Source: an optimization exercise on an open RTL-to-GDS flow (aim: small area, a short achievable clock period and few clock cycles). Production flows keep margins and buffers that such runs may drop. The RTL was checked by simulation tests, not by an equivalence proof against the original design. Power is estimated from default activity; no workload was simulated.

==> flow/design.v <==
`timescale 1ns / 1ps
package wcn_pkg;
    localparam logic [1:0] MODE_LOAD = 2'd0;
    localparam logic [1:0] MODE_E2D  = 2'd1;
    localparam logic [1:0] MODE_E3D  = 2'd2;
    localparam logic [1:0] MODE_NONE = 2'd3;
    localparam int DIST_W = 20;
    localparam logic [DIST_W-1:0] DIST_MAX = 20'hFFFFF;
    typedef enum logic [3:0] {
        ST_IDLE,
        ST_CLEAR,
        ST_CELL,
        ST_RD,
        ST_WAIT,
        ST_AXIS,
        ST_SQ,
        ST_ACC,
        ST_SQRT,
        ST_OUT
    } t_state;
endpackage
`timescale 1ns / 1ps
module wcn_ram #(
    parameter int WIDTH = 8,
    parameter int DEPTH = 256
) (
    input  logic                     i_clk,
    input  logic                     i_we,
    input  logic [$clog2(DEPTH)-1:0] i_waddr,
    input  logic [WIDTH-1:0]         i_wdata,
    input  logic [$clog2(DEPTH)-1:0] i_raddr,
    output logic [WIDTH-1:0]         o_rdata
);
    logic [WIDTH-1:0] r_mem [DEPTH];
    logic [WIDTH-1:0] r_rdata;
    always_ff @(posedge i_clk) begin
        if (i_we) begin
            r_mem[i_waddr] <= i_wdata;
        end
        r_rdata <= r_mem[i_raddr];
    end
    assign o_rdata = r_rdata;
endmodule
`timescale 1ns / 1ps
module wcn_sqrt #(
    parameter int IN_W = 64
) (
    input  logic              i_clk,
    input  logic              i_rst_n,
    input  logic              i_start,
    input  logic [IN_W-1:0]   i_value,
    output logic              o_done,
    output logic [IN_W/2-1:0] o_root
);
    localparam int RW = IN_W / 2;
    localparam int CW = $clog2(RW + 1);
    logic [IN_W-1:0] r_rem, n_rem;
    logic [RW-1:0]   r_root, n_root;
    logic [IN_W-1:0] r_src, n_src;
    logic [CW-1:0]   r_cnt, n_cnt;
    logic            r_busy, n_busy;
    logic            r_done, n_done;
    logic [IN_W+1:0] w_trial;
    logic [IN_W+1:0] w_part;
    always_comb begin
        w_part  = {r_rem, r_src[IN_W-1 -: 2]};
        w_trial = {r_root, 2'b01};
        n_rem   = r_rem;
        n_root  = r_root;
        n_src   = r_src;
        n_cnt   = r_cnt;
        n_busy  = r_busy;
        n_done  = 1'b0;
        if (i_start) begin
            n_rem  = '0;
            n_root = '0;
            n_src  = i_value;
            n_cnt  = CW'(RW);
            n_busy = 1'b1;
        end else if (r_busy) begin
            n_src = {r_src[IN_W-3:0], 2'b00};
            if (w_part >= w_trial) begin
                n_rem  = IN_W'(w_part - w_trial);
                n_root = {r_root[RW-2:0], 1'b1};
            end else begin
                n_rem  = IN_W'(w_part);
                n_root = {r_root[RW-2:0], 1'b0};
            end
            n_cnt = r_cnt - 1'b1;
            if (r_cnt == CW'(1)) begin
                n_busy = 1'b0;
                n_done = 1'b1;
            end
        end
    end
    always_ff @(posedge i_clk) begin
        if (!i_rst_n) begin
            r_busy <= 1'b0;
            r_done <= 1'b0;
            r_cnt  <= '0;
        end else begin
            r_busy <= n_busy;
            r_done <= n_done;
            r_cnt  <= n_cnt;
        end
        r_rem  <= n_rem;
        r_root <= n_root;
        r_src  <= n_src;
    end
    assign o_done = r_done;
    assign o_root = r_root;
endmodule
`timescale 1ns / 1ps
module wcn_core #(
    parameter int TABLE_SIZE = 256,
    parameter int FRAC_BITS  = 16
) (
    input  logic              i_clk,
    input  logic              i_rst_n,
    input  logic              i_valid,
    output logic              o_ready,
    input  logic [1:0]        i_mode,
    input  logic [31:0]       i_x,
    input  logic [31:0]       i_y,
    input  logic [31:0]       i_z,
    input  logic [7:0]        i_tidx,
    input  logic [7:0]        i_tval,
    output logic              o_res_valid,
    output logic [19:0]       o_res,
    input  logic              i_res_taken
);
    localparam int AW   = $clog2(TABLE_SIZE);
    localparam int LIMV = 16 << FRAC_BITS;
    localparam int DW   = FRAC_BITS + 5;        
    localparam int SQW  = 2 * DW;
    localparam int SUMW = SQW + 2;
    wcn_pkg::t_state r_st, n_st;
    logic [AW-1:0]   r_clr, n_clr;
    logic            r_3d, n_3d;
    logic signed [31:0] r_x, r_y, r_z, n_x, n_y, n_z;
    logic signed [32:0] r_tx, r_ty, r_tz, n_tx, n_ty, n_tz;
    logic [1:0]      r_i, r_j, r_k, n_i, n_j, n_k;
    logic [1:0]      r_ax, n_ax;       
    logic [2:0]      r_step, n_step;   
    logic [7:0]      r_h, n_h;         
    logic [DW-1:0]   r_d, n_d;
    logic [SUMW-1:0] r_sum, n_sum;
    logic [SUMW-1:0] r_best, n_best;
    logic            r_first, n_first;
    logic            r_ov, n_ov;
    logic [19:0]     r_res, n_res;
    logic            r_rv, n_rv;
    logic            w_we;
    logic [AW-1:0]   w_waddr, w_raddr;
    logic [7:0]      w_wdata, w_rdata;
    logic            w_sq_start, w_sq_done;
    logic [63:0]     w_sq_in;
    logic [31:0]     w_root;
    logic [SQW-1:0]  w_sq;
    wcn_ram #(.WIDTH(8), .DEPTH(TABLE_SIZE)) u_ram (
        .i_clk  (i_clk),
        .i_we   (w_we),
        .i_waddr(w_waddr),
        .i_wdata(w_wdata),
        .i_raddr(w_raddr),
        .o_rdata(w_rdata)
    );
    wcn_sqrt #(.IN_W(64)) u_sqrt (
        .i_clk  (i_clk),
        .i_rst_n(i_rst_n),
        .i_start(w_sq_start),
        .i_value(w_sq_in),
        .o_done (w_sq_done),
        .o_root (w_root)
    );
    function automatic logic signed [32:0] cell_of(input logic signed [31:0] v);
        logic signed [32:0] m;
        m = v;
        if (v[31]) begin
            cell_of = -((-m) >>> FRAC_BITS);
        end else begin
            cell_of = m >>> FRAC_BITS;
        end
    endfunction
    function automatic logic [DW-1:0] axis_d(input logic signed [31:0] c,
                                             input logic signed [32:0] t,
                                             input logic [7:0] h);
        logic signed [63:0] p;
        logic signed [63:0] off;
        logic signed [63:0] d;
        p   = 64'(t) <<< FRAC_BITS;
        off = 64'(h) <<< (FRAC_BITS - 8);
        if (!t[32] && t != 0) p = p + off;
        else if (t[32]) p = p - off;
        d = 64'(c) - p;
        if (d < 0) d = -d;
        if (d > 64'(LIMV)) d = 64'(LIMV);
        axis_d = DW'(d);
    endfunction
    assign w_sq = r_d * r_d;
    logic [AW-1:0] w_key;
    always_comb begin
        logic [AW-1:0] seed;
        seed  = AW'(r_ax + 2'd1);
        w_key = seed;
        if (r_3d) begin
            unique case (r_step)
                3'd0: w_key = seed;
                3'd1: w_key = AW'(r_tz) + AW'(r_h);
                3'd2: w_key = AW'(r_ty) + AW'(r_h);
                default: w_key = AW'(r_tx) + AW'(r_h);
            endcase
        end else begin
            unique case (r_step)
                3'd0: w_key = seed;
                3'd1: w_key = AW'(r_ty) + AW'(r_h);
                default: w_key = AW'(r_tx) + AW'(r_h);
            endcase
        end
    end
    logic [2:0] w_last_step;
    assign w_last_step = r_3d ? 3'd3 : 3'd2;
    always_comb begin
        logic [63:0] scaled;
        n_st = r_st; n_clr = r_clr; n_3d = r_3d;
        n_x = r_x; n_y = r_y; n_z = r_z;
        n_tx = r_tx; n_ty = r_ty; n_tz = r_tz;
        n_i = r_i; n_j = r_j; n_k = r_k;
        n_ax = r_ax; n_step = r_step; n_h = r_h;
        n_d = r_d; n_sum = r_sum;
        n_best = r_best; n_first = r_first; n_ov = r_ov;
        n_res = r_res; n_rv = r_rv;
        w_we = 1'b0; w_waddr = r_clr; w_wdata = 8'(r_clr);
        w_raddr = w_key;
        w_sq_start = 1'b0;
        scaled = '0;
        if (2 * FRAC_BITS <= 32) scaled = 64'(r_best) << (32 - 2 * FRAC_BITS);
        else scaled = 64'(r_best >> (2 * FRAC_BITS - 32));
        w_sq_in = scaled;
        o_ready = 1'b0;
        if (i_res_taken) n_rv = 1'b0;
        unique case (r_st)
            wcn_pkg::ST_CLEAR: begin
                w_we = 1'b1;
                n_clr = r_clr + 1'b1;
                if (r_clr == AW'(TABLE_SIZE - 1)) n_st = wcn_pkg::ST_IDLE;
            end
            wcn_pkg::ST_IDLE: begin
                o_ready = 1'b1;
                if (i_valid) begin
                    n_x = i_x; n_y = i_y; n_z = i_z;
                    n_3d = (i_mode == wcn_pkg::MODE_E3D);
                    unique case (i_mode)
                        wcn_pkg::MODE_LOAD: begin
                            w_we = 1'b1;
                            w_waddr = AW'(i_tidx);
                            w_wdata = i_tval;
                        end
                        wcn_pkg::MODE_E2D, wcn_pkg::MODE_E3D: begin
                            n_st = wcn_pkg::ST_CELL;
                            n_i = '0; n_j = '0; n_k = '0;
                            n_first = 1'b1;
                        end
                        default: ;
                    endcase
                end
            end
            wcn_pkg::ST_CELL: begin
                n_tx = cell_of(r_x) + 33'(r_i) - 33'sd1;
                n_ty = cell_of(r_y) + 33'(r_j) - 33'sd1;
                n_tz = cell_of(r_z) + 33'(r_k) - 33'sd1;
                n_ax = '0; n_step = '0; n_sum = '0;
                n_st = wcn_pkg::ST_RD;
            end
            wcn_pkg::ST_RD: begin
                n_st = wcn_pkg::ST_WAIT;
            end
            wcn_pkg::ST_WAIT: begin
                n_h = w_rdata;
                if (r_step == w_last_step) begin
                    n_st = wcn_pkg::ST_AXIS;
                end else begin
                    n_step = r_step + 1'b1;
                    n_st = wcn_pkg::ST_RD;
                end
            end
            wcn_pkg::ST_AXIS: begin
                if (r_ax == 2'd0) begin
                    n_d = axis_d(r_x, r_tx, r_h);
                end else if (r_ax == 2'd1) begin
                    n_d = axis_d(r_y, r_ty, r_h);
                end else begin
                    n_d = axis_d(r_z, r_tz, r_h);
                end
                n_st = wcn_pkg::ST_SQ;
            end
            wcn_pkg::ST_SQ: begin
                n_sum = r_sum + SUMW'(w_sq);
                if ((r_3d && r_ax == 2'd2) || (!r_3d && r_ax == 2'd1)) begin
                    n_st = wcn_pkg::ST_ACC;
                end else begin
                    n_ax = r_ax + 1'b1;
                    n_step = '0;
                    n_st = wcn_pkg::ST_RD;
                end
            end
            wcn_pkg::ST_ACC: begin
                if (r_first || r_sum < r_best) n_best = r_sum;
                n_first = 1'b0;
                n_st = wcn_pkg::ST_CELL;
                if (r_3d && r_k != 2'd2) begin
                    n_k = r_k + 1'b1;
                end else begin
                    n_k = '0;
                    if (r_j != 2'd2) begin
                        n_j = r_j + 1'b1;
                    end else begin
                        n_j = '0;
                        if (r_i != 2'd2) begin
                            n_i = r_i + 1'b1;
                        end else begin
                            n_st = wcn_pkg::ST_SQRT;
                            w_sq_start = 1'b0;
                        end
                    end
                end
                if (n_st == wcn_pkg::ST_SQRT) begin
                    n_ov = 1'b0;
                end
            end
            wcn_pkg::ST_SQRT: begin
                if (!r_ov) begin
                    w_sq_start = 1'b1;
                    n_ov = 1'b1;
                end else if (w_sq_done) begin
                    n_st = wcn_pkg::ST_OUT;
                end
            end
            wcn_pkg::ST_OUT: begin
                if (!r_rv || i_res_taken) begin
                    n_res = (w_root > 32'(wcn_pkg::DIST_MAX)) ? wcn_pkg::DIST_MAX
                                                              : w_root[19:0];
                    n_rv = 1'b1;
                    n_st = wcn_pkg::ST_IDLE;
                end
            end
            default: n_st = wcn_pkg::ST_IDLE;
        endcase
    end
    always_ff @(posedge i_clk) begin
        if (!i_rst_n) begin
            r_st  <= wcn_pkg::ST_CLEAR;
            r_clr <= '0;
            r_rv  <= 1'b0;
            r_ov  <= 1'b0;
        end else begin
            r_st  <= n_st;
            r_clr <= n_clr;
            r_rv  <= n_rv;
            r_ov  <= n_ov;
        end
        r_3d <= n_3d; r_x <= n_x; r_y <= n_y; r_z <= n_z;
        r_tx <= n_tx; r_ty <= n_ty; r_tz <= n_tz;
        r_i <= n_i; r_j <= n_j; r_k <= n_k;
        r_ax <= n_ax; r_step <= n_step; r_h <= n_h;
        r_d <= n_d; r_sum <= n_sum;
        r_best <= n_best; r_first <= n_first; r_res <= n_res;
    end
    assign o_res_valid = r_rv;
    assign o_res       = r_res;
endmodule
`timescale 1ns / 1ps
module worley_cell_noise_nearest #(
    parameter int TABLE_SIZE = 256,
    parameter int FRAC_BITS  = 16
) (
    input  logic         i_clk,
    input  logic         i_rst_n,
    input  logic         s_axis_tvalid,
    output logic         s_axis_tready,
    input  logic [111:0] s_axis_tdata,   
    input  logic [1:0]   s_axis_tuser,   
    output logic         m_axis_tvalid,
    input  logic         m_axis_tready,
    output logic [23:0]  m_axis_tdata    
);
    logic [19:0] w_res;
    wcn_core #(.TABLE_SIZE(TABLE_SIZE), .FRAC_BITS(FRAC_BITS)) u_core (
        .i_clk      (i_clk),
        .i_rst_n    (i_rst_n),
        .i_valid    (s_axis_tvalid),
        .o_ready    (s_axis_tready),
        .i_mode     (s_axis_tuser),
        .i_x        (s_axis_tdata[31:0]),
        .i_y        (s_axis_tdata[63:32]),
        .i_z        (s_axis_tdata[95:64]),
        .i_tidx     (s_axis_tdata[103:96]),
        .i_tval     (s_axis_tdata[111:104]),
        .o_res_valid(m_axis_tvalid),
        .o_res      (w_res),
        .i_res_taken(m_axis_tvalid && m_axis_tready)
    );
    assign m_axis_tdata = {4'b0000, w_res};
endmodule
==> flow/run.sh <==
#!/bin/bash
# synth_recipe.tcl (not shown) runs the flow's synth.tcl, then flattens the netlist and writes it again
# the make line also repeats each setting of config.mk as NAME=value (left out here)
make -C /OpenROAD-flow-scripts/flow DESIGN_CONFIG=/design/flow/config.mk WORK_HOME=/design/flow/orfs CLKGATE_MAP_FILE= SYNTH_SCRIPT=/design/flow/synth_recipe.tcl finish
==> flow/config.mk <==
export PLATFORM = sky130hd
export DESIGN_NAME = worley_cell_noise_nearest
export DESIGN_NICKNAME = worley_cell_noise_nearest
export VERILOG_FILES = /design/flow/design.v
export SDC_FILE = /design/flow/constraint.sdc
export NUM_CORES = 4
export LEC_CHECK = 0
export CAP_MARGIN = 20
export CORE_MARGIN = 2
export CORE_UTILIZATION = 40
export SLEW_MARGIN = 20
==> flow/constraint.sdc <==
create_clock -name core_clock -period 10.0 [get_ports {i_clk}]
set_input_delay 2.0000 -clock core_clock [delete_from_list [all_inputs] [get_ports {i_clk}]]
set_output_delay 2.0000 -clock core_clock [all_outputs]
set_load 0.01 [all_outputs]
==> key figures <==
Timing
  • Unrepaired setup endpoints after global routing: false
  • Post-layout minimum cycle time: 9010 ps
  • Setup TNS: 0 ps
  • Final WS setup: 985 ps
  • Worst-Margin Slew: about 1100 ps
  • Final Hold Vio Count: 0
  • Max_slew headroom: 23.0%
  • F_max: between 0.1 and 0.15 GHz
  • Final period utilization: between 90% and 100%
  • Final setup vio count: 0
  • Final Max Tran Viols: 0
  • Clock Skews: ~57 ps

Global routing
  • GRT overflow: 0
  • Vias in the first global route: ~89000
  • Initial antenna violation count: 11
  • First-pass GRT wire length: about 550000 microns
  • Largest net degree at the start of global routing: ~180
  • Tot GR Track Use: about a fifth

Critical path
  • Slowest cell delay on critical path: roughly 640 ps
  • CP startpoint kind: register
  • CP delay by family, top: simple AND/OR/NAND/NOR gates
  • Crit end category: register
  • Crit path kind: register to register
  • Worst-path maximum fanout: 16
  • Buf/Inv on CP: 0
  • Crit path DAT: slightly below 10000 ps
  • Worst path slowest cell: or3_1
  • CP required: 10700 ps
  • Cell Chain, Critical Path: or4_1, nor3_1, nand4_1, or3_1, mux2_2, a21oi_1, ha_1, a211oi_2, o21bai_1, a211oi_1, a21oi_1, nor4b_1, o21bai_1, or4b_4, or4_1, o211ai_2, o41ai_1, or4_1, or4_1, nor4_4, nand2_2, o221ai_1
  • Crit-path most repeated cell: or4_1

Synth
  • Top FF cell, synth: edfxtp_1
  • Ys async rst share: 0%
  • Average size of a mapped cell: 12.9 sq um
  • Syn. warnings: 3
  • Mapped Cells: 10823
  • Post-synth EDFFs: 2437
  • Synthesized area: 139000 sq um
  • Yosys cell types: 105
  • Sequential fraction of the synthesis area: 54.7%
  • Yosys reg bits: approximately 2600

Clock tree
  • TritonCTS clock tree: done
  • Hold Buf Count CTS: 0
  • Root Driver: clkbuf_16
  • Post-cts resize count: 0
  • Worst skew pair latency: a little over 900 ps
  • Clock transition at path regs: ~60 ps
  • CTS Buf Count: about 280
  • Postcts setup bufs: 0
  • CTS HTree Levels: 5
  • Clock Path Buffers: 4
  • Clock sink total: 2583

Final layout
  • Syn-to-layout area delta: 11.3%
  • Layout fillers: between 30000 and 40000
  • Commonest non-fill, non-tap cell in the layout: edfxtp_1
  • Final #Nets: around 12000
  • Commonest cells after routing, fill and taps aside: 2437 x edfxtp_1, 882 x nand2_1, 831 x nor2_1, 712 x inv_1, 512 x mux4_2
  • Layout cells sized above 1: between 10% and 20%

Detailed routing
  • Vias: 89405
  • Via/cell ratio: about 5.7
  • DRT iter0 DRCs: approximately 8000
  • WL/cell: 23.4 microns
  • WL final: 366000 microns
  • Number of antenna-violating nets in the routed design: 0
  • Drt first pass iters: 6
  • DRC Markers: 0

Place
  • Place WS: about 1100 ps
  • GP Congestion: approximately 0.91
  • HPWL after DPL: between 200000 and 250000 microns
  • I/O Buffers: 139

Pwr
  • Worst VDD drop: 150 uV
  • PwrDens: ~150 nW/um^2
  • Leak: 0.0540 uW

Status
  • Outcome: complete, no violations

Floorplanning
  • Die height: 594 microns
  • Initial Utilization: about two fifths
  • Row count: 216
  • Core ar.: between 300000 and 400000 sq um
  • Number of I/O pins: 144
  • Die area: ~350000 sq um
  • Chip width: 594 microns

Hold path
  • Hold crit path type: register to register

Run
  • Max-cap viol count: 0
## sequential cells by signal, indices dropped and copies added (netlist names), 20 cells and up
register / cells
u_core.u_ram.r_mem: 2048
u_core.u_sqrt.r_rem: 64
u_core.u_sqrt.r_src: 64
u_core.r_best: 44
u_core.r_sum: 44
u_core.r_tx: 33
u_core.r_ty: 33
u_core.r_tz: 33
u_core.r_x: 32
u_core.r_y: 32
u_core.r_z: 32
u_core.u_sqrt.r_root: 32
u_core.r_d: 21
u_core.r_res: 20
## metrics by stage
stage	instance area [sq um]	instances	hold WS (ps)	total power [uW]	utilization (%)
4_1_cts	155000	15661	423	23000	44.8
2_1_floorplan	139000	10826	386	12500	-
5_1_grt	155000	15662	445	23500	44.8
6_report	155000	15666	418	22800	44.8
3_5_place_dp	146000	15154	397	12700	42.1
3_3_place_gp	146000	15154	405	12600	42.1
## final cells by class
| type | count | area, sq um | share of cell area, % |
|---|---|---|---|
| Tap cell | 4578 | 5730 | 3.70 |
| Clock inverter | 170 | 1840 | 1.19 |
| Inverter | 717 | 2690 | 1.74 |
| Sequential cell | 2583 | 76100 | 49.1 |
| Timing Repair Buffer | 263 | 2510 | 1.62 |
| Multi-Input combinational cell | 7013 | 58700 | 37.9 |
| Clock buffer | 337 | 7370 | 4.75 |
| Antenna cell | 5 | 12.5 | 0.00807 |
## routing by layer
| metal | up-vias | global-route usage [%] | wire length, microns | part of all wire, % |
|---|---|---|---|---|
| li1 | 40643 | - | - | - |
| met1 | 45176 | 27.6 | 154000 | 42 |
| met2 | 2965 | 33.2 | 174000 | 48 |
| met3 | 611 | 2.70 | 23500 | 6.4 |
| met4 | 10 | 7.42 | 14000 | 3.8 |
| met5 | - | 0 | 69 | 0.019 |
## worst paths after layout
| path | start | to | slack [ps] | cells past startpoint |
|---|---|---|---|---|
| worst max-delay path | u_core.r_tx[0] | u_core.r_d[17] | 990 | 22 |
| worst min-delay path | u_core.u_ram.r_rdata[2] | u_core.r_h[2] | 420 | 0 |
| worst max register to register | u_core.r_tx[0] | u_core.r_d[17] | 990 | 22 |
| worst min register to register | u_core.u_ram.r_rdata[2] | u_core.r_h[2] | 420 | 0 |
## worst reg2reg max path: stages (launching register included)
cell and delay, ps:
edfxtp_1 580, or4_1 520, nor3_1 560, nand4_1 290, or3_1 640, mux2_2 360
a21oi_1 160, ha_1 380, a211oi_2 280, o21bai_1 200, a211oi_1 450, a21oi_1 250
nor4b_1 360, o21bai_1 190, or4b_4 520, or4_1 640, o211ai_2 220, o41ai_1 100
or4_1 460, or4_1 530, nor4_4 460, nand2_2 390, o221ai_1 320
## logic make-up after synthesis
kind of cell               share of synthesized area, %
adders and majority gates                          9.68
xor gates and xnor gates                           3.29
and+or+nand+nor                                    10.7
AOI/OAI and AO/OA                                  9.01
muxes                                              9.25
buffers and inverters                              3.35
other                                           0.00269
DFF                                                54.7
## synthesized netlist by cell type (all sizes together), types with 85 or more instances
cell type,n,area [sq um]
a211oi,254,1910
a21o,169,1270
a21oi,437,2190
a31oi,122,763
and2,319,2000
clkbuf,433,1630
dfxtp,146,2920
edfxtp,2437,73200
fa,357,7150
ha,506,6330
inv,715,2680
mux2i,109,1090
mux4,512,11500
nand2,899,3380
nand2b,85,532
nand3,139,696
nand4,91,569
nor2,835,3130
nor3,231,1160
nor4,88,566
o21ai,340,1700
or3,85,537
xnor2,329,2880
xor2,194,1700
## report_power, final
part / internal (uW) / leakage, uW / switching (uW)
registers: 11800 / 0.0232 / 54.3
logic: 223 / 0.0264 / 353
clock network: 5970 / 0.00444 / 4430
Testbench counts, summed over its fixed seeds: cycles 208,766.

[port drivers added, routing unchanged]
How much do the figures lean on ideal ports? The routed layout below was timed once more, with nothing changed but the port constraints. Step 1 sets driving cells, clkbuf_16 on the clock port and buf_2 on the other inputs (assumed; they add their load-dependent delay and slew). Step 2 times the ports against the registers' clock, not the clock port: input delays grow and output delays shrink by t, the midpoint of the rising clock arrivals with the driver on. Slacks: no drivers / after step 1 / after step 2; pairs: no drivers / after step 1.
t (ns): 0.971
slack for setup (ns): 0.985 / 0.985 / 0.985
slew at the worst register clock pin (ns): 0.07 / 0.07
cell pins on the clock port's net: 1
After both steps setup and hold are still met in this run. For this run, drivers alone change the setup slack by 0.000 ns; drivers and shift together by 0.000 ns.
